From an optimization exercise on the open Yosys and OpenROAD flow, aimed at small area, a short achievable clock period and few clock cycles per item; shortcuts taken in it are not production practice. RTL that was checked went through simulation tests only; none was proved equivalent to the original. The RTL of runs 1 and 2 was laid out without a check of its function. Power is estimated from default activity; no workload was simulated.

## flow/design.v (module list and top-level ports; edited modules follow where they fit)
// module rhsc_front: 64 lines
// module rhsc_queue: 98 lines
// module rhsc_back: 1869 lines
// module rhsc_fa: 10 lines
// module rolling_hash_substring_counter_top: 67 lines
module rolling_hash_substring_counter_top (
  input  logic        clk,
  input  logic        rst_n,
  input  logic        in_valid,
  output logic        in_ready,
  input  logic [1:0]  in_op,
  input  logic [7:0]  in_char,
  output logic        out_valid,
  input  logic        out_ready,
  output logic        out_match,
  output logic [15:0] out_start,
  output logic [15:0] out_count
);
  // ...
==> flow/run.sh <==
#!/bin/bash
# synth_recipe.tcl (not shown) runs the flow's synth.tcl, then flattens the netlist and writes it again
# the make line also repeats each setting of config.mk as NAME=value (left out here)
make -C /OpenROAD-flow-scripts/flow DESIGN_CONFIG=/design/flow/config.mk WORK_HOME=/design/flow/orfs CLKGATE_MAP_FILE= SYNTH_SCRIPT=/design/flow/synth_recipe.tcl finish
==> flow/config.mk <==
export PLATFORM = sky130hd
export DESIGN_NAME = rolling_hash_substring_counter_top
export DESIGN_NICKNAME = rolling_hash_substring_counter_top
export VERILOG_FILES = /design/flow/design.v
export SDC_FILE = /design/flow/constraint.sdc
export NUM_CORES = 4
export LEC_CHECK = 0
export ABC_CLOCK_PERIOD_IN_PS = 3100
export CAP_MARGIN = 20
export CORE_MARGIN = 2
export CORE_UTILIZATION = 65
export CTS_CLUSTER_DIAMETER = 80
export CTS_CLUSTER_SIZE = 28
export SETUP_SLACK_MARGIN = 3.9
export SLEW_MARGIN = 20
export SYNTH_HIERARCHICAL = 1
export SYNTH_MINIMUM_KEEP_SIZE = 0
==> flow/constraint.sdc <==
create_clock -name core_clock -period 7.0 [get_ports {clk}]
set_input_delay 1.4000 -clock core_clock [delete_from_list [all_inputs] [get_ports {clk}]]
set_output_delay 1.4000 -clock core_clock [all_outputs]
set_load 0.01 [all_outputs]
==> run notes, run 1 <==
status=no timing/DRC/antenna violations; Routed Antenna Nets=0; Reg with most FFs=u_back.seg32; cts bufs inserted=47; post-route minimum period=3.10 ns; period utilization=0.443; setup repair bufs after CTS=17; Pwr Density=296 nW/um^2; clk tree area frac=0.0309; vias per cell=around 5.9; Net Count, Synth=3919; area occupied by multi-input gates=20700 sq um; Top class by area=sequential cells; core outline area=71500 sq um; Net Sw Frac=0.327; crit end category=flop; hold-fix buffers at CTS=0; metal2 WL=45900 um; Post-Syn Area=around 47000 sq um; buffers outside the clock class=121; final instance area=50600 sq um; dpl cells=about 4200; Int Pwr=10.1 mW; most used cell along the critical path=fa_1; most common cell after layout, fill and taps aside=edfxtp_1; critical path's top delay family=adder cells; reported clock group power=around 3.2 mW; most used routing layer=met2; drt drc=0; Post-Route Skew=roughly 0.033 ns; post-synth top area cell=edfxtp_1; # diodes=0; Fin Setup TNS=0 ns; Final Hold Viols=0; Final Power=15.0 mW; XOR/XNOR Fraction of Synth Area=0.0571
==> inputs of run 2 (changes only) <==
--- a/flow/config.mk
+++ b/flow/config.mk
@@ -8,7 +8,7 @@
 export ABC_CLOCK_PERIOD_IN_PS = 3100
 export CAP_MARGIN = 20
 export CORE_MARGIN = 2
-export CORE_UTILIZATION = 65
+export CORE_UTILIZATION = 55
 export CTS_CLUSTER_DIAMETER = 80
 export CTS_CLUSTER_SIZE = 28
 export SETUP_SLACK_MARGIN = 3.9
==> run notes, run 2 <==
Post-synth ARST share=0; Slew HR=0.324; hold-fix buffers at CTS=0 (unchanged); Post-Syn Area=46900 sq um (unchanged); DR top layer=met4; # diodes=0 (unchanged); critical path's top delay family=adder cells; Synth Instances=3296; initial antenna violation count=0; RSZ-0062 raised after global routing=true; P_leak=between 15 and 20 nW; most common cell after layout, fill and taps aside=edfxtp_1; Net Count, Synth=3919 (unchanged); Routed met3 length=4340 um; Die ar.=between 80000 and 90000 sq um; die width=296 um; max FFs per register=256; drt pass-1 iters=7; initial DRC count=between 1500 and 2000; most common library cells after synthesis=edfxtp_1, fa_1, dfxtp_1, xnor2_1, inv_1; Die Y=296 um; Hold Crit Class=flop to flop; drt drc=0 (unchanged); Crit-path slowest cell=fa_1; capturing point of the worst reg2reg path=u_back.nyb_r[22]; Final WS setup=3.90 ns; cts bufs inserted=48 (+2.1%); most frequent cells in the layout=edfxtp_1, fa_1, xnor2_1, inv_1, dfxtp_1; period utilization=0.443 (about the same); Final Non-Filler Cells=~4500; Root Driver=clkbuf_16; clock latency on the worst-skew pair=0.64 ns; R2R Setup Slk=slightly below 4 ns; grt ovf=0; Vias=24799; status=no timing/DRC/antenna violations; num rows=107; HP Start=u_back.s3_elig; Final GP Congestion=0.913; final wirelength=94700 um; most used cell along the critical path=fa_1; hold depth=0; post-route minimum period=3.10 ns (+0.00269 ns); Post-synth top flop=edfxtp_1; first-pass GRT wire length=147000 um; core outline area=84900 sq um (+19%); Initial Util=0.553; largest net degree at the start of global routing=205; Worst-Margin Slew=1.01 ns; Final Hold Viols=0 (unchanged); post-synthesis sequential area ratio=0.534; clock sink total=935; Highest Clock Rate=322 MHz; Arrival @ worst endpoint=3.60 ns; H-tree depth=2; Final Power=15.0 mW (about the same); IO Port Bufs=48; total track usage=0.218; DR WL/cell=21.1 um; Reg with most FFs=u_back.seg32; nets@finish=3946; Post-Route Skew=0.0259 ns (-0.00740 ns); WS Path Type=flop to flop; CP Cell Sequence=fa_1 -> fa_1 -> fa_2 -> fa_1 -> fa_1 -> nand2_1 -> o21ai_0 -> nand2_1; I/O Pins=49; Post-Syn Area per Cell=14.2 sq um; M1 WL=46500 um; Clock transition at path regs=0.10 ns; hold endpoint=u_back.s4_elig; Max clock buf depth=3; FF-to-FF path depth=8; Critical Path Start Type=flop; #FFs+latches synth=about 940; vias per cell=5.51 (-6.4%); hpwl dp=66100 um; Max IR drop VDD=0.000240 V; dpl cells=4370 (+4.7%); Routed Antenna Nets=0 (unchanged); vias in the first global route=25202; number of synthesized flops with an enable pin=~630; FF-to-FF Start=u_back.nyb_r[19]; Largest regs=u_back.seg32 x256, u_back.seg16 x128, u_back.seg8 x64; final instance area=50900 sq um (+0.58%); Worst Path Max Fanout=5; Worst EP required=7.50 ns; Netlist cell types=85; worst path buffer plus inverter count=0; Ys Warns=15; Area after DPL=48500 sq um; crit end category=flop; Fin Setup TNS=0 ns (unchanged); Pwr Density=295 nW/um^2 (-0.53%); Final setup viols=0; DP Worst Slack=2.89 ns; post-synth top area cell=edfxtp_1; Max-cap violations=0; cell with the most instances after synthesis=edfxtp_1; P&R area growth vs syn=8.50%; share of cells above drive strength 1=0.113; top cell type's share of synthesized area=0.404; Largest stage delay, worst path=0.50 ns; synth top area cells=edfxtp_1, fa_1, dfxtp_1; Max Slew Vio Count=0; TritonCTS clock tree=built; metal2 WL=42300 um (-7.9%)
-- run 2: stage by stage --
step,util,hold slack [ns]
final,0.600,0.350
after global routing,0.600,0.369
after CTS,0.594,0.353
after detailed placement,0.572,0.329
after global placement,0.572,0.319
after floorplan,-,0.310
-- run 2: layout make-up --
cell class | count | area, sq um
Clock buffer | 56 | 1230
Clock inverter | 24 | 372
Fill cell | 6646 | 34000
Inverter | 214 | 803
Multi-Input combinational cell | 2004 | 20700
Sequential cell | 935 | 25300
Tap cell | 1144 | 1430
Timing Repair Buffer | 120 | 1120
-- run 2: worst max path at each step --
stage / start / to / cells past startpoint
2_1_floorplan: u_front.s0_op[1] / u_back.fill_r[5] / 7
4_1_cts: u_back.kpow_r[6] / u_back.kpow_r[27] / 9
3_3_place_gp: rst_n / u_back.kpow_r[27] / 8
5_1_grt: u_back.xb_r[23] / u_back.nyb_r[24] / 8
3_5_place_dp: rst_n / u_back.kpow_r[27] / 8
6_report: u_back.nyb_r[19] / u_back.nyb_r[22] / 8
-- run 2: cells by family (layout without fill, tap and decap cells) --
kind of cell	after synthesis	in the layout	synth area share
other cells	2	2	0.000160
buf+inv	357	414	0.0302
mux	120	120	0.0333
fa+ha+maj	609	609	0.232
xor+xnor	302	302	0.0571
simple gates	541	541	0.0534
compound gates	430	430	0.0600
flops	935	935	0.534
-- run 2: power by group --
part	switching, mW	internal [mW]
Combinational	2.59	2.45
Clock	1.90	1.37
Sequential	0.459	6.25
Total	4.94	10.1
-- run 2: per-layer routing --
metal,global-route usage,up-vias
met5,0,-
met4,0.0467,0
met3,0.0278,100
met1,0.344,12773
met2,0.326,493
li1,-,11433
-- run 2: repair_timing --
action                     CTS  global route
setup buffers                9            37
setup endpoints to repair  148            48
pin swaps                    8            18
hold endpoints to repair     0             0
gates resized for setup    118            82
gates cloned                 0             0
-- run 2: Yosys stat by module (local to each module, per instance), a selection --
| module | cell area, sq um | times used | cells | flip-flops and latches |
|---|---|---|---|---|
| rhsc_front | 916 | 1 | 81 | 27 |
| rhsc_queue | 6290 | 1 | 487 | 135 |
| rhsc_fa | 20.0 | 423 | 1 | 0 |
| rhsc_back | 31200 | 1 | 2305 | 773 |
-- run 2: worst reg2reg max path, cell delays in order, from the launching register on --
cell and delay (ns):
dfxtp_2 0.41, fa_1 0.47, fa_1 0.44, fa_2 0.41, fa_1 0.49, fa_1 0.50, nand2_1 0.05, o21ai_0 0.11
nand2_1 0.08
==> module rhsc_queue, before the edit <==
module rhsc_queue (
  input  logic        clk,
  input  logic        rst_n,
  input  logic        r_push,
  input  logic        r_match,
  input  logic        r_restart,
  input  logic [6:0]  r_klen,
  output logic        res_pop,
  output logic        out_valid,
  input  logic        out_ready,
  output logic        out_match,
  output logic [15:0] out_start,
  output logic [15:0] out_count
);
  localparam int D  = rhsc_pkg::RQ_DEPTH;
  localparam int AW = $clog2(D);
  logic [8:0]    q_mem [D];
  logic [AW-1:0] wp_r, rp_r;
  logic [D-1:0]  cnt_r;        
  logic          q_nonempty;
  logic          load;
  logic [8:0]    e;
  logic          ov_r;
  logic          om_r;
  logic [15:0]   os_r;
  logic [15:0]   cnt_out_r;    
  logic [15:0]   pn_r;         
  assign q_nonempty = cnt_r[0];
  assign res_pop    = ov_r && out_ready;
  assign load       = q_nonempty && (!ov_r || out_ready);
  assign e          = q_mem[rp_r];
  function automatic logic [AW-1:0] inc(input logic [AW-1:0] p);
    inc = (p == AW'(D - 1)) ? '0 : p + 1'b1;
  endfunction
  always_ff @(posedge clk) begin
    if (!rst_n) begin
      wp_r  <= '0;
      rp_r  <= '0;
      cnt_r <= '0;
    end else begin
      if (r_push) wp_r <= inc(wp_r);
      if (load)   rp_r <= inc(rp_r);
      if (r_push && !load) begin
        cnt_r <= {cnt_r[D-2:0], 1'b1};
      end else if (!r_push && load) begin
        cnt_r <= {1'b0, cnt_r[D-1:1]};
      end
    end
  end
  always_ff @(posedge clk) begin
    if (r_push) q_mem[wp_r] <= {r_match, r_restart, r_klen};
  end
  logic [15:0] b_r;
  logic        e_match, e_rs;
  logic [6:0]  e_klen;
  logic [15:0] st_rs, n_inc, pn_inc, b_inc;
  logic        n_sat, pn_sat;
  assign e_match = e[8];
  assign e_rs    = e[7];
  assign e_klen  = e[6:0];
  assign st_rs   = 16'd1 - 16'(e_klen);        
  assign n_sat   = (cnt_out_r == 16'hFFFF);
  assign pn_sat  = (pn_r == 16'hFFFF);
  assign n_inc   = n_sat  ? cnt_out_r : cnt_out_r + 1'b1;
  assign pn_inc  = pn_sat ? pn_r : pn_r + 1'b1;
  assign b_inc   = pn_sat ? b_r : b_r + 1'b1;
  always_ff @(posedge clk) begin
    if (!rst_n) begin
      ov_r <= 1'b0;
    end else if (load) begin
      ov_r <= 1'b1;
    end else if (res_pop) begin
      ov_r <= 1'b0;
    end
  end
  always_ff @(posedge clk) begin
    if (load) begin
      if (e_rs) begin
        cnt_out_r <= {15'd0, e_match};
        pn_r      <= 16'd1;
      end else begin
        cnt_out_r <= e_match ? n_inc : cnt_out_r;
        pn_r      <= pn_inc;
      end
    end
  end
  always_ff @(posedge clk) begin
    if (load) begin
      om_r <= e_match;
      os_r <= !e_match ? 16'd0 : (e_rs ? st_rs : b_r);
      b_r  <= e_rs ? st_rs + 16'd1 : b_inc;
    end
  end
  assign out_valid = ov_r;
  assign out_match = om_r;
  assign out_start = os_r;
  assign out_count = cnt_out_r;
endmodule
==> inputs of run 3 (changes only) <==
--- a/flow/design.v
+++ b/flow/design.v
@@ -8,7 +8,7 @@
   localparam logic [1:0] OP_CLEAR = 2'd2;
   localparam logic [31:0] INV31 = 32'hBDEF7BDF;
   localparam logic [31:0] S31   = 32'h42108421;
-  localparam int RQ_DEPTH = 6;
+  localparam int RQ_DEPTH = 5;
 endpackage
 module rhsc_front (
   input  logic       clk,
@@ -101,10 +101,17 @@
   logic [15:0]   os_r;
   logic [15:0]   cnt_out_r;    
   logic [15:0]   pn_r;         
+  logic       byp;             
+  logic       avail;
+  logic       q_pop, q_push;
   assign q_nonempty = cnt_r[0];
+  assign byp        = !q_nonempty;
+  assign avail      = q_nonempty || r_push;
   assign res_pop    = ov_r && out_ready;
-  assign load       = q_nonempty && (!ov_r || out_ready);
-  assign e          = q_mem[rp_r];
+  assign load       = avail && (!ov_r || out_ready);
+  assign q_pop      = load && q_nonempty;
+  assign q_push     = r_push && !(load && byp);
+  assign e          = byp ? {r_match, r_restart, r_klen} : q_mem[rp_r];
   function automatic logic [AW-1:0] inc(input logic [AW-1:0] p);
     inc = (p == AW'(D - 1)) ? '0 : p + 1'b1;
   endfunction
@@ -114,17 +121,17 @@
       rp_r  <= '0;
       cnt_r <= '0;
     end else begin
-      if (r_push) wp_r <= inc(wp_r);
-      if (load)   rp_r <= inc(rp_r);
-      if (r_push && !load) begin
+      if (q_push) wp_r <= inc(wp_r);
+      if (q_pop)  rp_r <= inc(rp_r);
+      if (q_push && !q_pop) begin
         cnt_r <= {cnt_r[D-2:0], 1'b1};
-      end else if (!r_push && load) begin
+      end else if (!q_push && q_pop) begin
         cnt_r <= {1'b0, cnt_r[D-1:1]};
       end
     end
   end
   always_ff @(posedge clk) begin
-    if (r_push) q_mem[wp_r] <= {r_match, r_restart, r_klen};
+    if (q_push) q_mem[wp_r] <= {r_match, r_restart, r_klen};
   end
   logic [15:0] b_r;
   logic        e_match, e_rs;
--- a/flow/config.mk
+++ b/flow/config.mk
@@ -8,7 +8,7 @@
 export ABC_CLOCK_PERIOD_IN_PS = 3100
 export CAP_MARGIN = 20
 export CORE_MARGIN = 2
-export CORE_UTILIZATION = 55
+export CORE_UTILIZATION = 65
 export CTS_CLUSTER_DIAMETER = 80
 export CTS_CLUSTER_SIZE = 28
 export SETUP_SLACK_MARGIN = 3.9
==> run notes, run 3 <==
Synth Instances=3301 (+0.15%); die width=272 um (-8.3%); Largest regs=u_back.seg32 x256, u_back.seg16 x128, u_back.seg8 x64; Slew HR=0.356 (+0.0321); Final setup viols=0 (unchanged); grt ovf=0 (unchanged); mux cell area share after synthesis=0.0288 (-0.00455); Net Sw Frac=0.320 (-0.00951); largest net degree at the start of global routing=181 (-12%); Die ar.=73700 sq um (-16%); initial DRC count=2094 (+29%); Max clock buf depth=3 (unchanged); Final GP Congestion=0.902 (-1.2%); clock sink total=924 (-1.2%); Max Slew Vio Count=0 (unchanged); post-synthesis sequential area ratio=0.531 (-0.00208); compound-gate portion of the synthesized area=0.0597 (-0.000318); Max IR drop VDD=0.000265 V (+10%); drt drc=0 (unchanged); Netlist cell types=76 (-11%); core outline area=71100 sq um (-16%); sequential share of power=0.446 (about the same); Post-Synth Simple-Gate Area=0.0558 (+0.00240); Clock transition at path regs=0.10 ns (about the same); Highest Clock Rate=322 MHz (-0.25%); num rows=98 (-8.4%); Clk pwr share=0.219 (about the same); period utilization=0.444 (+0.00113); post-route minimum period=3.11 ns (+0.00790 ns); Routed Antenna Nets=0 (unchanged); Post-Syn Area=46500 sq um (-0.85%); most common library cells after synthesis=edfxtp_1, fa_1, dfxtp_1, xnor2_1, nand2_1; Worst-Margin Slew=0.965 ns (-0.0445 ns); Fin Setup TNS=0 ns (unchanged); share of cells above drive strength 1=0.110 (-0.00353); Adder-Cell Fraction of Synth Area=0.235 (+0.00308); vias in the first global route=25811 (+2.4%); Fin Hold WS=0.339 ns (-0.0115 ns); P_sw=4.68 mW (-5.4%); most common cell after layout, fill and taps aside=edfxtp_1; H-tree depth=2 (unchanged); Post-Route Skew=0.0386 ns (+0.0126 ns); cell with the most instances after synthesis=edfxtp_1; Max-cap violations=0 (unchanged); status=no timing/DRC/antenna violations; dpl cells=4180 (-4.3%); Final Power=14.6 mW (-2.5%); hpwl dp=66300 um (+0.29%); Int Pwr=9.95 mW (-1.2%); P&R area growth vs syn=8.21%; Reg with most FFs=u_back.seg32; Initial Util=0.654 (+0.101); Critical Path Start Type=flop; DR WL/cell=21.6 um (+2.4%); drt pass-1 iters=6 (-1); synth top area cells=edfxtp_1, fa_1, dfxtp_1; number of synthesized flops with an enable pin=622 (-1.4%); IO Port Bufs=48 (unchanged); XOR/XNOR Fraction of Synth Area=0.0572 (+0.000168); Post-synth ARST share=0 (unchanged); Root Driver=clkbuf_16; P_leak=17.9 nW (-0.58%); Final Hold Viols=0 (unchanged); initial antenna violation count=1 (+1); clock latency on the worst-skew pair=0.64 ns (about the same); Util after Layout=0.708 (+0.108); Worst EP required=7.49 ns (about the same); Post-Syn Area per Cell=14.1 sq um (-1.0%); final wirelength=93500 um (-1.2%); Die Y=272 um (-8.3%); crit end category=flop; #FFs+latches synth=924 (-1.2%); Final Non-Filler Cells=4338 (-3.5%); Vias=25029 (+0.93%); WS Path Type=flop to flop; hold-fix buffers at CTS=0 (unchanged); nets@finish=3976 (+0.76%); Net Count, Synth=3928 (+0.23%); Worst Path Max Fanout=4 (-1); TritonCTS clock tree=built; total track usage=0.257 (+0.0387); max FFs per register=256 (unchanged); Hold Crit Class=flop to flop; cts bufs inserted=47 (-2.1%); Arrival @ worst endpoint=3.60 ns (about the same); post-synth top area cell=edfxtp_1; Ys Warns=15 (unchanged); Pwr Density=291 nW/um^2 (-1.4%); RSZ-0062 raised after global routing=true; vias per cell=5.77 (+4.6%); top cell type's share of synthesized area=0.402 (-0.00233); first-pass GRT wire length=146000 um (-0.64%); most frequent cells in the layout=edfxtp_1, fa_1, xnor2_1, nand2_1, dfxtp_1; Post-synth top flop=edfxtp_1; I/O Pins=49 (unchanged); largest family of logic cells by synthesized area=adder cells; # diodes=0 (unchanged); part of the power in combinational logic=0.336 (about the same)
-- run 3: cell types whose count changed after synthesis, sizes merged, moves of 9 or more --
cell    delta
nand2     +31
o21ai     +21
nor2b      +9
nor3      -11
mux2       -9
nor2      -15
edfxtp     -9
-- run 3: worst max-delay path, stage by stage (launching register included) --
cell,delay [ns]
dfxtp_4,0.39
fa_2,0.62
fa_1,0.44
fa_2,0.36
fa_1,0.45
fa_1,0.49
nand2_1,0.06
o21ai_2,0.10
nand2_1,0.07
-- run 3: final timing paths --
path | end | from | slack, ns | cells past startpoint
max reg2reg | u_back.nyb_r[24] | u_back.nya_r[23] | 3.89 | 8
min | u_back.s3_elig | u_back.s2_elig | 0.34 | 0
max | u_back.nyb_r[24] | u_back.nya_r[23] | 3.89 | 8
min reg2reg | u_back.s3_elig | u_back.s2_elig | 0.34 | 0
-- run 3: area by class of cell --
type | count | area [sq um]
sequential | 924 | 25000
clock inverter | 21 | 292
tap | 950 | 1190
timing repair buffer | 140 | 1250
clock buffer | 67 | 1270
multi-input combinational | 2021 | 20600
fill | 4718 | 20800
inverter | 215 | 811
-- run 3: stage by stage --
stage,setup slack [ns],area (sq um)
after global routing,3.80,50300
after floorplan,-1.68,46600
final,3.89,50300
after CTS,3.81,49700
after detailed placement,3.00,47800
after global placement,3.00,47800
-- run 3: repair_timing --
action                                  CTS  global route
pin swaps                                 2            22
gates resized for setup                 119            68
endpoints found under the setup margin  133            50
setup buffers                            16            52
cloned                                    1             0
-- run 3: modules after synthesis (local to each module, per instance), a selection --
module	cells inside	flip-flops and latches	cell area [sq um]
rhsc_fa	1	0	20.0
rhsc_back	2294	773	31200
rhsc_front	76	26	865
rhsc_queue	508	125	6030
-- run 3: cells by family after synthesis --
group / Yosys count
flops: 924
buf+inv: 357
fa+ha+maj: 613
mux: 103
compound gates: 435
xor+xnor: 304
other cells: 2
simple gates: 563
-- run 3: power by group through the flow --
stage / Clock, mW / Sequential (mW) / Combinational (mW)
CTS: 3.30 / 6.52 / 4.78
global placement: 0 / 6.65 / 4.54
global route: 3.49 / 6.56 / 5.60
floorplan: 0 / 6.46 / 3.67
detailed placement: 0 / 6.66 / 4.71
finish: 3.20 / 6.52 / 4.91
-- run 3: layer usage --
metal	wire length (um)	vias to the layer above	track usage
li1	-	11444	-
met1	40800	12767	0.371
met2	45500	682	0.421
met3	5140	136	0.0348
met4	2080	0	0.0610
met5	0	-	0
Testbench counts of run 3, summed over its fixed seeds: cycles 24,804, items 22,232.
==> inputs of run 4 (changes only) <==
--- a/flow/config.mk
+++ b/flow/config.mk
@@ -8,7 +8,7 @@
 export ABC_CLOCK_PERIOD_IN_PS = 3100
 export CAP_MARGIN = 20
 export CORE_MARGIN = 2
-export CORE_UTILIZATION = 65
+export CORE_UTILIZATION = 60
 export CTS_CLUSTER_DIAMETER = 80
 export CTS_CLUSTER_SIZE = 28
 export SETUP_SLACK_MARGIN = 3.9
==> run notes, run 4 <==
core outline area=77100 sq um (+8.4%); Root Driver=clkbuf_16; number of synthesized flops with an enable pin=622 (unchanged); vias in the first global route=25602 (-0.81%); clock sink total=924 (unchanged); share of cells above drive strength 1=0.113 (+0.00351); Die ar.=79800 sq um (+8.2%); num rows=102 (+4.1%); cts bufs inserted=48 (+2.1%); HP Start=u_back.s2_elig; WS Path Type=flop to flop; Hold Crit Class=flop to flop; DR WL/cell=21.2 um (-1.8%); Largest regs=u_back.seg32 x256, u_back.seg16 x128, u_back.seg8 x64; Vias=24996 (-0.13%); largest net degree at the start of global routing=170 (-6.1%); RSZ-0062 raised after global routing=true; final wirelength=93800 um (+0.27%); Pwr Density=291 nW/um^2 (+0.31%); Max-cap violations=0 (unchanged); Final setup viols=0 (unchanged); die width=282 um (+4.0%); period utilization=0.442 (-0.00218); Post-synth top flop=edfxtp_1; Netlist cell types=76 (unchanged); XOR/XNOR Fraction of Synth Area=0.0572 (unchanged); Final Hold Viols=0 (unchanged); Area after DPL=48000 sq um (+0.33%); P_leak=17.9 nW (+0.24%); DR top layer=met4; Adder-Cell Fraction of Synth Area=0.235 (unchanged); post-route minimum period=3.09 ns (-0.0152 ns); max FFs per register=256 (unchanged); final instance area=50600 sq um (+0.45%); crit end category=flop; grt ovf=0 (unchanged); hold endpoint=u_back.s3_elig; Slew HR=0.348 (-0.00855); post-synth top area cell=edfxtp_1; FF-to-FF Start=u_back.nya_r[23]; largest family of logic cells by synthesized area=adder cells; R2R Setup Slk=3.91 ns (+0.02 ns); Worst-Margin Slew=0.978 ns (+0.0128 ns); Post-Route Skew=0.0484 ns (+0.00983 ns); Max clock buf depth=3 (unchanged); Highest Clock Rate=323 MHz (+0.49%); Initial Util=0.603 (-0.0506); most used cell along the critical path=fa_1; post-synthesis sequential area ratio=0.531 (unchanged); H-tree depth=2 (unchanged); hpwl dp=66800 um (+0.84%); M1 WL=42400 um (+4.0%); Clock transition at path regs=0.10 ns (about the same); #FFs+latches synth=924 (unchanged); Post-Synth Simple-Gate Area=0.0558 (unchanged); Largest stage delay, worst path=0.62 ns (about the same); Routed met3 length=4790 um (-6.7%); critical path's top delay family=adder cells; P&R area growth vs syn=8.70%; I/O Pins=49 (unchanged); worst path buffer plus inverter count=0 (unchanged); dpl cells=4276 (+2.3%); Die Y=282 um (+4.0%); Fin Hold WS=0.335 ns (-0.00381 ns); Util after Layout=0.656 (-0.0518); Arrival @ worst endpoint=3.58 ns (-0.02 ns); Routed Antenna Nets=0 (unchanged); nets@finish=3976 (unchanged); Crit-path slowest cell=fa_2; Final GP Congestion=0.933 (+3.4%); capturing point of the worst reg2reg path=u_back.nyb_r[24]; Final Power=14.7 mW (+0.76%); TritonCTS clock tree=built; Critical Path Start Type=flop; cell with the most instances after synthesis=edfxtp_1; status=no timing/DRC/antenna violations; hold depth=0 (unchanged); most common cell after layout, fill and taps aside=edfxtp_1; drt drc=0 (unchanged); Worst EP required=7.49 ns (about the same); FF-to-FF path depth=8 (unchanged); IO Port Bufs=48 (unchanged); Worst Path Max Fanout=4 (unchanged); Ys Warns=15 (unchanged); metal2 WL=44700 um (-1.8%); initial DRC count=1830 (-13%); Final Non-Filler Cells=4430 (+2.1%); vias per cell=5.64 (-2.2%); CP Cell Sequence=fa_2 -> fa_1 -> fa_2 -> fa_1 -> fa_1 -> nand2_1 -> o21ai_1 -> nand2_1; Post-Syn Area=46500 sq um (unchanged); initial antenna violation count=1 (unchanged); synth top area cells=edfxtp_1, fa_1, dfxtp_1; Net Count, Synth=3928 (unchanged); Max Slew Vio Count=0 (unchanged); top cell type's share of synthesized area=0.402 (unchanged); drt pass-1 iters=6 (unchanged); Synth Instances=3301 (unchanged); Post-synth ARST share=0 (unchanged); first-pass GRT wire length=145000 um (-0.66%); Reg with most FFs=u_back.seg32; clock latency on the worst-skew pair=0.65 ns (about the same); Post-Syn Area per Cell=14.1 sq um (unchanged); most common library cells after synthesis=edfxtp_1, fa_1, dfxtp_1, xnor2_1, nand2_1; Max IR drop VDD=0.000225 V (-15%); compound-gate portion of the synthesized area=0.0597 (unchanged); most frequent cells in the layout=edfxtp_1, fa_1, xnor2_1, nand2_1, dfxtp_1; mux cell area share after synthesis=0.0288 (unchanged); total track usage=0.238 (-0.0187)
[run 4: routing by layer]
layer  up-vias  track usage
li1      11477            -
met1     12830        0.343
met2       583        0.382
met3       106       0.0378
met4         0       0.0592
met5         -            0
[run 4: repair_timing]
action / CTS / global route
gates cloned: 2 / 0
endpoints found under the setup margin: 164 / 57
resized for setup: 105 / 90
hold buffers: 0 / 0
buffers inserted: 12 / 49
pin swaps: 3 / 24
[run 4: through the flow]
step	setup slack (ns)	setup TNS, ns
floorplan	-1.68	-860.96
global placement	3.09	0
detailed placement	3.01	0
CTS	3.83	0
global route	3.80	0
finish	3.91	0
[run 4: layout make-up]
cell class	instances	area [sq um]
Clock inverter	22	332
Tap cell	1040	1300
Timing Repair Buffer	138	1240
Fill cell	5569	26500
Multi-Input combinational cell	2022	20600
Inverter	215	811
Sequential cell	924	25000
Antenna cell	1	2.50
Clock buffer	68	1300
[run 4: cell families after synthesis]
family                   count (synthesis)
flip-flops                             924
adder cells (fa/ha/maj)                613
AND/OR/NAND/NOR                        563
AO/OA/AOI/OAI                          435
buffers and inverters                  357
XOR/XNOR                               304
multiplexers                           103
other                                    2
[run 4: worst reg2reg max path: cells and delay by family (launching register included)]
family,cells,cell delay (ns)
AOI/OAI and AO/OA,1,0.12
adders and majority gates,5,2.35
DFF,1,0.39
and+or+nand+nor,2,0.11
[run 4: worst max path at each step]
stage,end,slack (ns),startpoint,cells after the start
floorplan,u_back.lv_r[0],-1.68,u_front.s0_op[1],3
global route,u_back.nyb_r[24],3.80,u_back.nya_r[23],8
detailed placement,u_back.nya_r[1],3.01,rst_n,6
CTS,u_back.nyb_r[23],3.83,u_back.nya_r[0],8
finish,u_back.nyb_r[24],3.91,u_back.nya_r[23],8
global placement,u_back.nya_r[1],3.09,rst_n,6
[run 4: power by group]
| group | switching (mW) | internal, mW |
|---|---|---|
| Clock | 1.81 | 1.45 |
| Combinational | 2.52 | 2.45 |
| Sequential | 0.392 | 6.11 |
[run 4: modules after synthesis, one instance, submodules excluded, a selection]
module	cell area [sq um]	cells inside	times used
rhsc_back	31200	2294	1
rhsc_front	865	76	1
rhsc_queue	6030	508	1
rhsc_fa	20.0	1	423
==> inputs of run 5 (changes only) <==
--- a/flow/config.mk
+++ b/flow/config.mk
@@ -5,13 +5,13 @@
 export SDC_FILE = /design/flow/constraint.sdc
 export NUM_CORES = 4
 export LEC_CHECK = 0
-export ABC_CLOCK_PERIOD_IN_PS = 3100
+export ABC_CLOCK_PERIOD_IN_PS = 3050
 export CAP_MARGIN = 20
 export CORE_MARGIN = 2
 export CORE_UTILIZATION = 60
 export CTS_CLUSTER_DIAMETER = 80
 export CTS_CLUSTER_SIZE = 28
-export SETUP_SLACK_MARGIN = 3.9
+export SETUP_SLACK_MARGIN = 3.95
 export SLEW_MARGIN = 20
 export SYNTH_HIERARCHICAL = 1
 export SYNTH_MINIMUM_KEEP_SIZE = 0
==> run notes, run 5 <==
drt drc=0 (unchanged); core outline area=77100 sq um (unchanged); #FFs+latches synth=924 (unchanged); max FFs per register=256 (unchanged); most frequent cells in the layout=edfxtp_1, fa_1, xnor2_1, nand2_1, inv_1; Reg with most FFs=u_back.seg32; TritonCTS clock tree=built; period utilization=0.437 (-0.00533); DR WL/cell=21.1 um (-0.24%); Highest Clock Rate=327 MHz (+1.2%); clock latency on the worst-skew pair=0.64 ns (about the same); Final setup viols=0 (unchanged); Fin Hold WS=0.337 ns (+0.00217 ns); cell with the most instances after synthesis=edfxtp_1; crit end category=flop; Clock transition at path regs=0.10 ns (about the same); Max clock buf depth=3 (unchanged); hpwl dp=67000 um (+0.35%); post-synthesis sequential area ratio=0.531 (unchanged); Netlist cell types=76 (unchanged); vias in the first global route=26090 (+1.9%); Arrival @ worst endpoint=3.55 ns (-0.03 ns); # diodes=0 (-1); drt pass-1 iters=7 (+1); Die Y=282 um (unchanged); nets@finish=3992 (+0.40%); Initial Util=0.603 (unchanged); Synth Instances=3301 (unchanged); cts bufs inserted=46 (-4.2%); Fin Setup TNS=0 ns (unchanged); die width=282 um (unchanged); grt ovf=0 (unchanged); post-synth top area cell=edfxtp_1; final wirelength=93800 um (about the same); most common library cells after synthesis=edfxtp_1, fa_1, dfxtp_1, xnor2_1, nand2_1; num rows=102 (unchanged); Max-cap violations=0 (unchanged); Final Power=14.6 mW (-0.77%); number of synthesized flops with an enable pin=622 (unchanged); Util after Layout=0.657 (+0.00148); Post-Syn Area per Cell=14.1 sq um (unchanged); Slew HR=0.299 (-0.0487); P_leak=18.0 nW (+0.37%); most common cell after layout, fill and taps aside=edfxtp_1; total track usage=0.242 (+0.00352); largest net degree at the start of global routing=183 (+7.6%); Post-Route Skew=0.0402 ns (-0.00819 ns); share of cells above drive strength 1=0.127 (+0.0133); RSZ-0062 raised after global routing=true; Final Hold Viols=0 (unchanged); initial DRC count=1994 (+9.0%); Critical Path Start Type=flop; IO Port Bufs=48 (unchanged); clock sink total=924 (unchanged); vias per cell=5.63 (-0.30%); Root Driver=clkbuf_16; top cell type's share of synthesized area=0.402 (unchanged); Worst Path Max Fanout=2 (-2); Final GP Congestion=0.910 (-2.5%); Post-synth ARST share=0 (unchanged); Die ar.=79800 sq um (unchanged); Worst EP required=7.50 ns (about the same); Max IR drop VDD=0.000207 V (-8.0%); Hold Crit Class=flop to flop; H-tree depth=2 (unchanged); first-pass GRT wire length=147000 um (+1.1%); Routed Antenna Nets=0 (unchanged); Ys Warns=15 (unchanged); WS Path Type=flop to flop; Vias=24994 (-0.0080%); P&R area growth vs syn=8.95%; synth top area cells=edfxtp_1, fa_1, dfxtp_1; initial antenna violation count=1 (unchanged); Post-Syn Area=46500 sq um (unchanged); R2R Setup Slk=3.94 ns (+0.04 ns); Pwr Density=289 nW/um^2 (-0.99%); Net Count, Synth=3928 (unchanged); Worst-Margin Slew=1.05 ns (+0.0730 ns); Post-synth top flop=edfxtp_1; Largest regs=u_back.seg32 x256, u_back.seg16 x128, u_back.seg8 x64; post-route minimum period=3.06 ns (-0.0373 ns); I/O Pins=49 (unchanged); Max Slew Vio Count=0 (unchanged); status=no timing/DRC/antenna violations
run 5: worst paths after layout:
| kind | start | to | cells after the start |
|---|---|---|---|
| worst max-delay path | u_back.a_r[4] | u_back.t_r[6] | 14 |
| worst min-delay path | u_back.s2_elig | u_back.s3_elig | 0 |
| worst max register to register | u_back.a_r[4] | u_back.t_r[6] | 14 |
| worst min register to register | u_back.s2_elig | u_back.s3_elig | 0 |
run 5: timing repair:
| action | 4_1_cts | 5_1_grt |
|---|---|---|
| pin swaps | 26 | 29 |
| cloned | 1 | 0 |
| resized for setup | 164 | 76 |
| setup buffers | 53 | 25 |
| hold buffers | 0 | 0 |
| setup endpoints to repair | 143 | 65 |
run 5: area by class of cell:
class                   instances  area (sq um)
fillers                      5642         26400
flip-flops and latches        924         25000
multi-input cells            2021         20600
repair buffers                157          1440
well taps                    1040          1300
clock buffers                  63          1250
inverters                     215           811
clock inverters                23           274
run 5: metrics by stage:
stage                     worst slack [ns]  cell area (sq um)  cells
final                                 3.94              50700   4443
after CTS                             3.90              50300   4417
after floorplan                      -1.68              46600   3301
after detailed placement              3.12              48000   4277
after global placement                3.20              48000   4277
after global routing                  3.83              50700   4443
run 5: kinds of logic (layout without fill, tap and decap cells):
| family | Yosys count | after routing | synth area share |
|---|---|---|---|
| AOI/OAI and AO/OA | 435 | 436 | 0.0597 |
| xor gates and xnor gates | 304 | 304 | 0.0572 |
| adders and majority gates | 613 | 613 | 0.235 |
| buffers and inverters | 357 | 458 | 0.0315 |
| DFF | 924 | 924 | 0.531 |
| muxes | 103 | 103 | 0.0288 |
| other | 2 | 2 | 0.000161 |
| and+or+nand+nor | 563 | 563 | 0.0558 |
run 5: routing by layer:
layer / track usage / part of all wire / vias to the layer above
li1: - / - / 11495
met1: 0.346 / 0.45 / 12786
met2: 0.385 / 0.47 / 586
met3: 0.0437 / 0.058 / 125
met4: 0.0647 / 0.024 / 2
met5: 0 / 0.00014 / -
run 5: modules after synthesis, one instance, submodules excluded, a selection:
module	times used	flops+latches
rhsc_fa	423	0
rhsc_front	1	26
rhsc_queue	1	125
rhsc_back	1	773
run 5: power by group:
group / total [mW] / switching (mW) / internal, mW
combinational: 4.98 / 2.53 / 2.45
sequential: 6.52 / 0.397 / 6.12
clock: 3.13 / 1.76 / 1.37
run 5: worst max-delay path: stages, from the launching register on:
cell	delay [ns]
dfxtp_4	0.37
fa_1	0.48
ha_1	0.32
ha_1	0.30
ha_2	0.19
inv_2	0.04
fa_2	0.34
inv_2	0.05
a21o_1	0.15
a21oi_4	0.07
xnor2_2	0.14
xnor2_1	0.16
nand2_1	0.10
xor2_1	0.16
nor2_1	0.05
==> module rhsc_front, before the edit <==
module rhsc_front (
  input  logic       clk,
  input  logic       rst_n,
  input  logic       in_valid,
  input  logic [1:0] in_op,
  input  logic [7:0] in_char,
  output logic       in_ready,
  input  logic       res_pop,      
  output logic       s0_valid,
  output logic       s0_text,      
  output logic [1:0] s0_op,
  output logic [7:0] s0_chr,
  output logic [3:0] s0_bo,        
  output logic [3:0] s0_bt,        
  output logic [3:0] s0_bn         
);
  localparam int CAP = rhsc_pkg::RQ_DEPTH + 1;   
  logic       rdy_r;
  logic [CAP-1:0] occ_r;      
  logic [CAP-1:0] occ_nxt;
  logic       acc;
  logic       acc_text;
  assign acc      = in_valid && rdy_r;
  assign acc_text = acc && (in_op == rhsc_pkg::OP_TEXT);
  logic rdy_nxt;
  always_comb begin
    case ({acc_text, res_pop})
      2'b10:   begin occ_nxt = {occ_r[CAP-2:0], 1'b1}; rdy_nxt = !occ_r[CAP-2]; end
      2'b01:   begin occ_nxt = {1'b0, occ_r[CAP-1:1]}; rdy_nxt = 1'b1;          end
      default: begin occ_nxt = occ_r;                  rdy_nxt = !occ_r[CAP-1]; end
    endcase
  end
  always_ff @(posedge clk) begin
    if (!rst_n) begin
      occ_r    <= '0;
      rdy_r    <= 1'b1;
      s0_valid <= 1'b0;
      s0_text  <= 1'b0;
    end else begin
      occ_r    <= occ_nxt;
      rdy_r    <= rdy_nxt;
      s0_valid <= acc && (in_op != 2'd3);
      s0_text  <= acc_text;
    end
  end
  logic [8:0] cx;
  logic [3:0] bo, bt, bn;
  assign cx = {in_char, 1'b0};
  always_comb begin
    for (int i = 0; i < 4; i++) begin
      bo[i] = cx[2*i+1] ^ cx[2*i];
      bt[i] = (cx[2*i+2] & ~cx[2*i+1] & ~cx[2*i]) | (~cx[2*i+2] & cx[2*i+1] & cx[2*i]);
      bn[i] = cx[2*i+2];
    end
  end
  always_ff @(posedge clk) begin
    s0_op  <= in_op;
    s0_chr <= in_char;
    s0_bo  <= bo;
    s0_bt  <= bt;
    s0_bn  <= bn;
  end
  assign in_ready = rdy_r;
endmodule
==> inputs of run 6 (changes only) <==
--- a/flow/design.v
+++ b/flow/design.v
@@ -67,11 +67,12 @@
   end
   always_ff @(posedge clk) begin
     s0_op  <= in_op;
-    s0_chr <= in_char;
     s0_bo  <= bo;
     s0_bt  <= bt;
     s0_bn  <= bn;
   end
+  assign s0_chr = {s0_bn[3], s0_bo[3] ^ s0_bn[2], s0_bn[2], s0_bo[2] ^ s0_bn[1],
+                   s0_bn[1], s0_bo[1] ^ s0_bn[0], s0_bn[0], s0_bo[0]};
   assign in_ready = rdy_r;
 endmodule
 module rhsc_queue (
==> run notes, run 6 <==
post-route minimum period=3.08 ns (+0.0195 ns); hpwl dp=64100 um (-4.4%); Slew HR=0.334 (+0.0347); initial antenna violation count=0 (-1); max FFs per register=256 (unchanged); post-synthesis sequential area ratio=0.530 (-0.00109); Clk pwr share=0.221 (+0.007); grt ovf=0 (unchanged); Int Pwr=9.99 mW (+0.62%); Post-Syn Area=46500 sq um (about the same); vias per cell=5.59 (-0.71%); IO Port Bufs=48 (unchanged); Post-Route Skew=0.0427 ns (+0.00247 ns); Net Sw Frac=0.325 (+0.00431); period utilization=0.439 (+0.00279); largest net degree at the start of global routing=223 (+22%); total track usage=0.234 (-0.00782); Crit-path slowest cell=fa_2; Net Count, Synth=3924 (-0.10%); Max Slew Vio Count=0 (unchanged); Final Power=14.8 mW (+1.3%); most used cell along the critical path=fa_1; Hold Crit Class=flop to flop; vias in the first global route=25256 (-3.2%); most common library cells after synthesis=edfxtp_1, fa_1, dfxtp_1, xnor2_1, nand2_1; P&R area growth vs syn=8.87% (about the same); Largest stage delay, worst path=0.62 ns (+0.14 ns); FF-to-FF Start=u_back.nya_r[23]; number of synthesized flops with an enable pin=622 (unchanged); Reg with most FFs=u_back.seg32; Routed Antenna Nets=0 (unchanged); Post-Syn Area per Cell=14.1 sq um (about the same); Synth Instances=3297 (-0.12%); R2R Setup Slk=3.92 ns (-0.02 ns); Post-synth top flop=edfxtp_1; final wirelength=91700 um (-2.3%); capturing point of the worst reg2reg path=u_back.nyb_r[24]; hold-fix buffers at CTS=0 (unchanged); Highest Clock Rate=325 MHz (-0.64%); #FFs+latches synth=921 (-0.32%); Die ar.=79700 sq um (about the same); I/O Pins=49 (unchanged); WS Path Type=flop to flop; Root Driver=clkbuf_16; cts bufs inserted=48 (+4.3%); CP Cell Sequence=fa_2 -> fa_1 -> fa_2 -> fa_1 -> fa_1 -> nand2_1 -> o21ai_1 -> nand2_1; num rows=102 (unchanged); Netlist cell types=77 (+1.3%); part of the power in combinational logic=0.336 (-0.004); Util after Layout=0.657 (-0.000698); P_leak=18.0 nW (about the same); Clock transition at path regs=0.09 ns (about the same); DR WL/cell=20.6 um (-2.3%); synth top area cells=edfxtp_1, fa_1, dfxtp_1; Max-cap violations=0 (unchanged); drt drc=0 (unchanged); Critical Path Start Type=flop; most common cell after layout, fill and taps aside=edfxtp_1; cell with the most instances after synthesis=edfxtp_1; Largest regs=u_back.seg32 x256, u_back.seg16 x128, u_back.seg8 x64; H-tree depth=2 (unchanged); clock latency on the worst-skew pair=0.64 ns (about the same); core outline area=77100 sq um (unchanged); initial DRC count=1599 (-20%); FF-to-FF path depth=8 (-6); status=no timing/DRC/antenna violations; top cell type's share of synthesized area=0.402 (about the same); sequential share of power=0.443 (-0.003); Worst Path Max Fanout=4 (+2); hold endpoint=u_back.s4_elig; post-synth top area cell=edfxtp_1; Initial Util=0.603 (about the same); Worst EP required=7.50 ns (about the same); P_sw=4.81 mW (+2.6%); Worst-Margin Slew=0.999 ns (-0.0521 ns); Final GP Congestion=0.907 (-0.31%); Final setup viols=0 (unchanged); Die Y=282 um (about the same); Max IR drop VDD=0.000223 V (+7.8%); first-pass GRT wire length=144000 um (-2.3%); Vias=24817 (-0.71%); nets@finish=3989 (-0.075%); crit end category=flop; Ys Warns=15 (unchanged); HP Start=u_back.s3_elig; most frequent cells in the layout=edfxtp_1, fa_1, xnor2_1, nand2_1, inv_1; Final Hold Viols=0 (unchanged); RSZ-0062 raised after global routing=true; Arrival @ worst endpoint=3.58 ns (+0.03 ns); Max clock buf depth=3 (unchanged); drt pass-1 iters=6 (-1); Post-synth ARST share=0 (unchanged); clock sink total=921 (-0.32%); TritonCTS clock tree=built; die width=282 um (about the same); hold depth=0 (unchanged); Pwr Density=292 nW/um^2 (+1.4%); share of cells above drive strength 1=0.122 (-0.00496)
## run 6: cell count changes after synthesis, moves of 3 or more
cell	change
buf_4	+5
o21ai_0	-3
buf_1	-6
and3_1	-3
dfxtp_1	-3
nor2_1	+4
nand4_1	+4
a21oi_1	-5
xor2_1	+5
## run 6: worst max-delay path, delay by kind of cell, from the launching register on
family | cells | cell delay, ns
flip-flops | 1 | 0.36
AND/OR/NAND/NOR | 2 | 0.11
adder cells (fa/ha/maj) | 5 | 2.37
AO/OA/AOI/OAI | 1 | 0.12
## run 6: cells by family after synthesis
| logic type | count (synthesis) | synth area share |
|---|---|---|
| other cells | 2 | 0.000161 |
| xor+xnor | 309 | 0.0582 |
| flops | 921 | 0.530 |
| mux | 102 | 0.0285 |
| compound gates | 429 | 0.0593 |
| simple gates | 565 | 0.0561 |
| buf+inv | 356 | 0.0318 |
| fa+ha+maj | 613 | 0.235 |
## run 6: worst max-delay path by stage
stage / from / slack [ns] / end / depth (start not counted)
after floorplan: u_front.s0_op[1] / -1.68 / u_back.lv_r[0] / 3
after global placement: rst_n / 3.21 / u_back.nya_r[1] / 5
final: u_back.nya_r[23] / 3.92 / u_back.nyb_r[24] / 8
after global routing: u_back.t_r[4] / 3.79 / u_back.t_r[6] / 13
after detailed placement: out_ready / 3.34 / u_queue.q_mem[1][8] / 5
after CTS: u_back.nyb_r[6] / 3.95 / u_back.nyb_r[23] / 8
## run 6: area by class of cell
class	count	area, sq um
Timing Repair Buffer	155	1390
Sequential cell	921	24900
Clock buffer	67	1320
Fill cell	5708	26500
Antenna cell	1	2.50
Multi-Input combinational cell	2021	20600
Tap cell	1040	1300
Clock inverter	23	319
Inverter	215	811
## run 6: power groups by stage
stage | Combinational (mW) | Sequential [mW] | Clock, mW
after detailed placement | 4.86 | 6.68 | 0
after CTS | 4.95 | 6.56 | 3.39
after global placement | 4.67 | 6.68 | 0
after global routing | 5.72 | 6.59 | 3.56
final | 4.98 | 6.56 | 3.27
after floorplan | 3.76 | 6.49 | 0
## run 6: routing by layer
layer / part of all wire / track usage / vias up
met3: 0.046 / 0.0354 / 126
li1: - / - / 11466
met4: 0.025 / 0.0620 / 0
met2: 0.46 / 0.361 / 513
met1: 0.47 / 0.351 / 12712
met5: 0 / 0 / -
## run 6: metrics by stage
stage	instances	setup WS, ns	hold slack, ns	area, sq um	TNS, ns
floorplan	3297	-1.68	0.310	46500	-860.96
global placement	4273	3.21	0.312	47900	0
detailed placement	4274	3.34	0.319	48000	0
CTS	4383	3.95	0.343	50000	0
global route	4442	3.79	0.352	50600	0
finish	4443	3.92	0.339	50600	0
## run 6: modules after synthesis (local to each module, per instance), a selection
module | flip-flops and latches | times used | cells inside
rhsc_back | 773 | 1 | 2294
rhsc_queue | 125 | 1 | 504
rhsc_front | 23 | 1 | 76
rhsc_fa | 0 | 423 | 1
## run 6: repair_timing
| action | 4_1_cts | 5_1_grt |
|---|---|---|
| resized for setup | 121 | 90 |
| endpoints found under the setup margin | 169 | 85 |
| gates cloned | 1 | 0 |
| pin swaps | 5 | 24 |
| buffers inserted | 18 | 58 |
Testbench counts of run 6, summed over its fixed seeds: cycles 24,804, items 22,232.
==> inputs of run 7 (changes only) <==
--- a/flow/config.mk
+++ b/flow/config.mk
@@ -5,13 +5,13 @@
 export SDC_FILE = /design/flow/constraint.sdc
 export NUM_CORES = 4
 export LEC_CHECK = 0
-export ABC_CLOCK_PERIOD_IN_PS = 3050
+export ABC_CLOCK_PERIOD_IN_PS = 3100
 export CAP_MARGIN = 20
 export CORE_MARGIN = 2
 export CORE_UTILIZATION = 60
 export CTS_CLUSTER_DIAMETER = 80
 export CTS_CLUSTER_SIZE = 28
-export SETUP_SLACK_MARGIN = 3.95
+export SETUP_SLACK_MARGIN = 3.9
 export SLEW_MARGIN = 20
 export SYNTH_HIERARCHICAL = 1
 export SYNTH_MINIMUM_KEEP_SIZE = 0
==> run notes, run 7 <==
status=no timing/DRC/antenna violations; number of synthesized flops with an enable pin=622 (unchanged); num rows=102 (unchanged); Post-synth ARST share=0 (unchanged); Max-cap violations=0 (unchanged); most common cell after layout, fill and taps aside=edfxtp_1; P_leak=17.8 nW (-1.0%); Final Hold Viols=0 (unchanged); Initial Util=0.603 (unchanged); Arrival @ worst endpoint=3.56 ns (-0.02 ns); Final Power=14.8 mW (-0.19%); max FFs per register=256 (unchanged); Max Slew Vio Count=0 (unchanged); Routed Antenna Nets=0 (unchanged); initial antenna violation count=0 (unchanged); post-synth top area cell=edfxtp_1; Netlist cell types=77 (unchanged); Fin Setup TNS=0 ns (unchanged); vias in the first global route=24990 (-1.1%); Int Pwr=10.0 mW (+0.12%); Largest regs=u_back.seg32 x256, u_back.seg16 x128, u_back.seg8 x64; TritonCTS clock tree=built; share of cells above drive strength 1=0.108 (-0.0138); initial DRC count=1785 (+12%); Final GP Congestion=0.922 (+1.6%); Worst EP required=7.51 ns (about the same); period utilization=0.436 (-0.00371); fillers=5683 (-0.44%); vias per cell=5.64 (+0.96%); sequential share of power=0.444 (about the same); top cell type's share of synthesized area=0.402 (unchanged); cts bufs inserted=46 (-4.2%); Post-Syn Area per Cell=14.1 sq um (unchanged); Clock transition at path regs=0.10 ns (about the same); Post-Syn Area=46500 sq um (unchanged); # diodes=0 (-1); largest net degree at the start of global routing=209 (-6.3%); Clk pwr share=0.219 (-0.002); Max IR drop VDD=0.000208 V (-6.7%); cell with the most instances after synthesis=edfxtp_1; drt drc=0 (unchanged); Net Count, Synth=3924 (unchanged); first-pass GRT wire length=143000 um (-0.15%); Vias=24835 (+0.073%); Critical Path Start Type=flop; Worst-Margin Slew=1.19 ns (+0.192 ns); part of the power in combinational logic=0.337 (about the same); FF-to-FF Start=u_back.xb_r[23]; H-tree depth=2 (unchanged); Slew HR=0.206 (-0.128); Net Sw Frac=0.323 (-0.00210); Pwr Density=294 nW/um^2 (+0.43%); R2R Setup Slk=3.95 ns (+0.03 ns); Post-synth top flop=edfxtp_1; clock latency on the worst-skew pair=0.66 ns (+0.02 ns); final wirelength=92100 um (+0.47%); Reg with most FFs=u_back.seg32; WS Path Type=flop to flop; post-route minimum period=3.05 ns (-0.0259 ns); capturing point of the worst reg2reg path=u_back.nyb_r[24]; most common library cells after synthesis=edfxtp_1, fa_1, dfxtp_1, xnor2_1, nand2_1; most frequent cells in the layout=edfxtp_1, fa_1, xnor2_1, nand2_1, inv_1; Highest Clock Rate=328 MHz (+0.85%); I/O Pins=49 (unchanged); Root Driver=clkbuf_16; core outline area=77100 sq um (unchanged); P_sw=4.77 mW (-0.84%); Post-Route Skew=0.0502 ns (+0.00757 ns); grt ovf=0 (unchanged); P&R area growth vs syn=8.20%; total track usage=0.235 (+0.00113); Sequential Area=24900 sq um (about the same); hpwl dp=64200 um (+0.18%); drt pass-1 iters=6 (unchanged); Ys Warns=15 (unchanged); area occupied by multi-input gates=20600 sq um (about the same); Final setup viols=0 (unchanged); clock sink total=921 (unchanged); Worst Path Max Fanout=2 (-2); synth top area cells=edfxtp_1, fa_1, dfxtp_1; nets@finish=3953 (-0.90%); Hold Crit Class=flop to flop; Synth Instances=3297 (unchanged); Die ar.=79700 sq um (unchanged); crit end category=flop; hold depth=0 (unchanged); Die Y=282 um (unchanged); Util after Layout=0.653 (-0.00406); HP Start=u_back.s2_elig; IO Port Bufs=48 (unchanged); DR WL/cell=20.9 um (+1.4%); FF-to-FF path depth=8 (unchanged); post-synthesis sequential area ratio=0.530 (unchanged); die width=282 um (unchanged); Max clock buf depth=3 (unchanged); #FFs+latches synth=921 (unchanged); RSZ-0062 raised after global routing=true; hold endpoint=u_back.s3_elig
run 7: cell counts after synthesis:
Identical to the previous run, type by type.
run 7: cells by family (layout without fill, tap and decap cells):
group,Yosys count,after routing,share of synthesized area
other cells,2,2,0.000161
compound gates,429,430,0.0593
mux,102,102,0.0285
xor+xnor,309,309,0.0582
fa+ha+maj,613,613,0.235
buf+inv,356,421,0.0318
flops,921,921,0.530
simple gates,565,566,0.0561
run 7: cell type report:
cell class	instances	share of cell area
clock buffers	66	0.0250
clock inverters	20	0.00696
inverters	215	0.0161
multi-input cells	2022	0.409
repair buffers	120	0.0221
well taps	1040	0.0259
flip-flops and latches	921	0.495
run 7: worst max path at each step:
stage / from / endpoint / slack, ns / cells past startpoint
after global placement: rst_n / u_back.nya_r[1] / 3.02 / 6
after detailed placement: rst_n / u_back.kpow_r[24] / 3.09 / 6
after floorplan: u_front.s0_op[1] / u_back.lv_r[0] / -1.68 / 3
after CTS: u_back.nya_r[21] / u_back.nyb_r[23] / 3.84 / 8
final: u_back.xb_r[23] / u_back.nyb_r[24] / 3.95 / 8
after global routing: u_back.nya_r[17] / u_back.nyb_r[24] / 3.85 / 8
run 7: routing by layer:
metal	vias up	wire length, um	part of all wire	global-route usage
met5	-	0	0	0
met2	549	42100	0.46	0.357
met3	116	4540	0.049	0.0369
met4	0	2160	0.023	0.0617
li1	11393	-	-	-
met1	12777	43400	0.47	0.357
run 7: power groups by stage:
stage / registers (mW) / logic (mW) / clock network (mW)
floorplan: 6.49 / 3.76 / 0
global placement: 6.68 / 4.65 / 0
detailed placement: 6.69 / 4.82 / 0
CTS: 6.56 / 4.88 / 3.35
global route: 6.61 / 5.72 / 3.54
finish: 6.56 / 4.97 / 3.24
run 7: modules after synthesis, one instance, submodules excluded, a selection:
| module | cell area [sq um] | flops+latches |
|---|---|---|
| rhsc_back | 31200 | 773 |
| rhsc_front | 831 | 23 |
| rhsc_fa | 20.0 | 0 |
| rhsc_queue | 6050 | 125 |
run 7: worst max-delay path, stage by stage, from the launching register on:
cell and delay [ns]:
dfxtp_4 0.38, fa_1 0.57, fa_1 0.44, fa_2 0.35
fa_1 0.45, fa_1 0.49, nand2_1 0.05, o21ai_1 0.12
nand2_1 0.07
run 7: metrics by stage:
stage	cells	setup WS (ns)	hold WS, ns	cell area, sq um
finish	4404	3.95	0.340	50300
global route	4404	3.85	0.340	50300
CTS	4364	3.84	0.338	49800
detailed placement	4273	3.09	0.313	47900
global placement	4272	3.02	0.313	47900
floorplan	3297	-1.68	0.310	46500
run 7: repair_timing:
item,4_1_cts,5_1_grt
gates cloned,2,0
gates resized for setup,98,101
pin swaps,3,23
hold buffers,0,0
setup buffers,3,40
endpoints found under the setup margin,151,85
==> inputs of run 8 (changes only) <==
--- a/flow/config.mk
+++ b/flow/config.mk
@@ -9,8 +9,9 @@
 export CAP_MARGIN = 20
 export CORE_MARGIN = 2
 export CORE_UTILIZATION = 60
-export CTS_CLUSTER_DIAMETER = 80
-export CTS_CLUSTER_SIZE = 28
+export CTS_BUF_LIST = sky130_fd_sc_hd__clkbuf_8
+export CTS_CLUSTER_DIAMETER = 60
+export CTS_CLUSTER_SIZE = 20
 export SETUP_SLACK_MARGIN = 3.9
 export SLEW_MARGIN = 20
 export SYNTH_HIERARCHICAL = 1
==> run notes, run 8 <==
Final WS setup=3.92 ns (-0.0343 ns); Die Y=282 um (unchanged); Arrival @ worst endpoint=3.65 ns (+0.09 ns); drt drc=0 (unchanged); Netlist cell types=77 (unchanged); Post-Syn Area=46500 sq um (unchanged); die width=282 um (unchanged); max FFs per register=256 (unchanged); crit end category=flop; grt ovf=0 (unchanged); area occupied by multi-input gates=20600 sq um (about the same); Die ar.=79700 sq um (unchanged); Hold Crit Class=flop to flop; vias in the first global route=25352 (+1.4%); Max-cap violations=0 (unchanged); number of synthesized flops with an enable pin=622 (unchanged); Adder-Cell Fraction of Synth Area=0.235 (unchanged); H-tree depth=3 (+1); mux cell area share after synthesis=0.0285 (unchanged); Clk pwr share=0.211 (-0.008); final instance area=50500 sq um (+0.28%); DP Worst Slack=3.09 ns (unchanged); Slew HR=0.272 (+0.0658); Clock transition at path regs=0.10 ns (about the same); Net Sw Frac=0.332 (+0.00871); synth top area cells=edfxtp_1, fa_1, dfxtp_1; final wirelength=93000 um (+0.96%); XOR/XNOR Fraction of Synth Area=0.0582 (unchanged); post-synthesis sequential area ratio=0.530 (unchanged); clock latency on the worst-skew pair=0.73 ns (+0.07 ns); total track usage=0.237 (+0.00209); Vias=25066 (+0.93%); Final Power=14.7 mW (-0.82%); compound-gate portion of the synthesized area=0.0593 (unchanged); I/O Pins=49 (unchanged); DR WL/cell=20.8 um (-0.53%); Root Driver=clkbuf_8; Int Pwr=9.80 mW (-2.1%); Post-Synth Simple-Gate Area=0.0561 (unchanged); top cell type's share of synthesized area=0.402 (unchanged); dpl cells=4273 (unchanged); WS Path Type=flop to flop; Max Slew Vio Count=0 (unchanged); Util after Layout=0.655 (+0.00183); initial DRC count=1778 (-0.39%); post-route minimum period=3.08 ns (+0.0343 ns); Fin Setup TNS=0 ns (unchanged); Post-Route Skew=0.0603 ns (+0.0101 ns); Net Count, Synth=3924 (unchanged); status=no timing/DRC/antenna violations; FF-to-FF Start=u_back.nyb_r[16]; Reg with most FFs=u_back.seg32; Final GP Congestion=0.922 (unchanged); fillers=5676 (-0.12%); cell with the most instances after synthesis=edfxtp_1; Worst EP required=7.57 ns (+0.06 ns); Pwr Density=291 nW/um^2 (-1.1%); Worst-Margin Slew=1.09 ns (-0.0988 ns); vias per cell=5.61 (-0.56%); HP Start=u_back.s2_elig; Area after DPL=47900 sq um (unchanged); Post-Syn Area per Cell=14.1 sq um (unchanged); TritonCTS clock tree=built; part of the power in combinational logic=0.341 (+0.004); Final setup viols=0 (unchanged); Sequential Area=24900 sq um (about the same); clock sink total=921 (unchanged); P&R area growth vs syn=8.50%; Crit. Startpoint=u_back.nyb_r[16]; #FFs+latches synth=921 (unchanged); Max IR drop VDD=0.000205 V (-1.6%); Max clock buf depth=3 (unchanged); nets@finish=3999 (+1.2%); P_sw=4.86 mW (+1.9%); Ys Warns=15 (unchanged); Highest Clock Rate=324 MHz (-1.1%); first-pass GRT wire length=144000 um (+0.53%); drt pass-1 iters=6 (unchanged); Fin Hold WS=0.335 ns (-0.00559 ns); Post-synth top flop=edfxtp_1; Routed Antenna Nets=0 (unchanged); RSZ-0062 raised after global routing=true; Synth Instances=3297 (unchanged); Initial Util=0.603 (unchanged); Largest regs=u_back.seg32 x256, u_back.seg16 x128, u_back.seg8 x64; most common library cells after synthesis=edfxtp_1, fa_1, dfxtp_1, xnor2_1, nand2_1; Final Hold Viols=0 (unchanged); core outline area=77100 sq um (unchanged); largest family of logic cells by synthesized area=adder cells; share of cells above drive strength 1=0.127 (+0.0190); initial antenna violation count=2 (+2); num rows=102 (unchanged); most frequent cells in the layout=edfxtp_1, fa_1, xnor2_1, nand2_1, inv_1; Critical Path Start Type=flop; Worst Path Max Fanout=3 (+1); period utilization=0.441 (+0.00490); cts bufs inserted=71 (+54%); sequential share of power=0.448 (+0.004); largest net degree at the start of global routing=209 (unchanged); Post-synth ARST share=0 (unchanged); R2R Setup Slk=3.92 ns (-0.03 ns); post-synth top area cell=edfxtp_1; IO Port Bufs=48 (unchanged); Final Non-Filler Cells=4470 (+1.5%); most common cell after layout, fill and taps aside=edfxtp_1; P_leak=18.0 nW (+1.3%); hpwl dp=64200 um (unchanged)
==> run 8: cell counts after synthesis <==
No cell type changed its count.
==> run 8: final timing paths <==
path,end,cells after the start
worst min-delay path,u_back.s3_elig,0
worst max-delay path,u_back.nyb_r[19],9
worst min register to register,u_back.s3_elig,0
worst max register to register,u_back.nyb_r[19],9
==> run 8: area by class of cell <==
type / count / share of cell area
multi-input cells: 2022 / 0.408
flip-flops and latches: 921 / 0.493
clock buffers: 73 / 0.0199
clock inverters: 56 / 0.0112
repair buffers: 141 / 0.0254
well taps: 1040 / 0.0258
diodes: 2 / 0.0000992
inverters: 215 / 0.0161
==> run 8: power by group through the flow <==
stage / Clock (mW) / Sequential [mW] / Combinational (mW)
4_1_cts: 3.23 / 6.57 / 4.89
3_3_place_gp: 0 / 6.68 / 4.65
3_5_place_dp: 0 / 6.69 / 4.82
2_1_floorplan: 0 / 6.49 / 3.76
6_report: 3.09 / 6.56 / 5.00
5_1_grt: 3.41 / 6.61 / 5.74
==> run 8: kinds of logic (layout without fill, tap and decap cells) <==
group	after synthesis	after routing
other	2	4
AO/OA/AOI/OAI	429	430
AND/OR/NAND/NOR	565	566
multiplexers	102	102
adder cells (fa/ha/maj)	613	613
flip-flops	921	921
buffers and inverters	356	485
XOR/XNOR	309	309
==> run 8: modules after synthesis, one instance, submodules excluded, a selection <==
module	flip-flops and latches	cells inside
rhsc_queue	125	504
rhsc_back	773	2294
rhsc_fa	0	1
rhsc_front	23	76
==> run 8: critical path: stages (launching register included) <==
cell	delay [ns]
dfxtp_4	0.38
buf_4	0.14
fa_1	0.42
fa_1	0.43
fa_2	0.38
fa_2	0.47
fa_1	0.49
nand2_1	0.05
o21ai_0	0.11
nand2_1	0.08
==> run 8: metal layers <==
layer  up-vias  global-route usage  part of all wire
met2       613               0.359              0.46
li1      11504                   -                 -
met1     12808               0.355              0.47
met3       141              0.0424             0.052
met5         -                   0                 0
met4         0              0.0691             0.025
==> run 8: timing repair <==
action	in CTS	in global routing
resized for setup	115	93
endpoints found under the setup margin	163	74
pin swaps	5	22
hold buffers	0	0
setup buffers	21	43
cloned	1	1

[re-timing with driven ports]
The results above use ideal ports. As a check the final layouts listed here were re-extracted and re-timed, cells and wires unchanged.
Step 1 sets driving cells, clkbuf_16 on the clock port and buf_2 on the other inputs (assumed; they add their load-dependent delay and slew).
Step 2 also shifts input and output timing later by t, the mid clock arrival at the registers, as if the neighbouring blocks saw the same clock.
a / b / c = ideal / step 1 / step 2; a / b = the first two.
| run | t (ns) | setup WS [ns] | clock arrival spread, ns | worst register clock-pin slew, ns |
|---|---|---|---|---|
| run 1 | 0.697 | 3.902 / 3.866 / 3.419 | 0.035 / 0.034 | 0.11 / 0.11 |
| run 2 | 0.701 | 3.899 / 3.896 / 3.437 | 0.031 / 0.031 | 0.11 / 0.11 |
| run 3 | 0.682 | 3.891 / 3.891 / 3.346 | 0.042 / 0.041 | 0.10 / 0.10 |
| run 4 | 0.686 | 3.906 / 3.906 / 3.356 | 0.051 / 0.051 | 0.11 / 0.11 |
| run 5 | 0.683 | 3.944 / 3.943 / 3.482 | 0.042 / 0.042 | 0.11 / 0.11 |
| run 6 | 0.691 | 3.924 / 3.924 / 3.554 | 0.043 / 0.043 | 0.11 / 0.11 |
| run 7 | 0.703 | 3.950 / 3.902 / 3.399 | 0.053 / 0.053 | 0.12 / 0.12 |
| run 8 | 0.763 | 3.916 / 3.916 / 3.287 | 0.064 / 0.064 | 0.12 / 0.12 |
After both steps setup and hold are still met in every run listed. For run 8, which loses most, drivers alone change the setup slack by 0.000 ns; drivers and shift together by -0.629 ns.
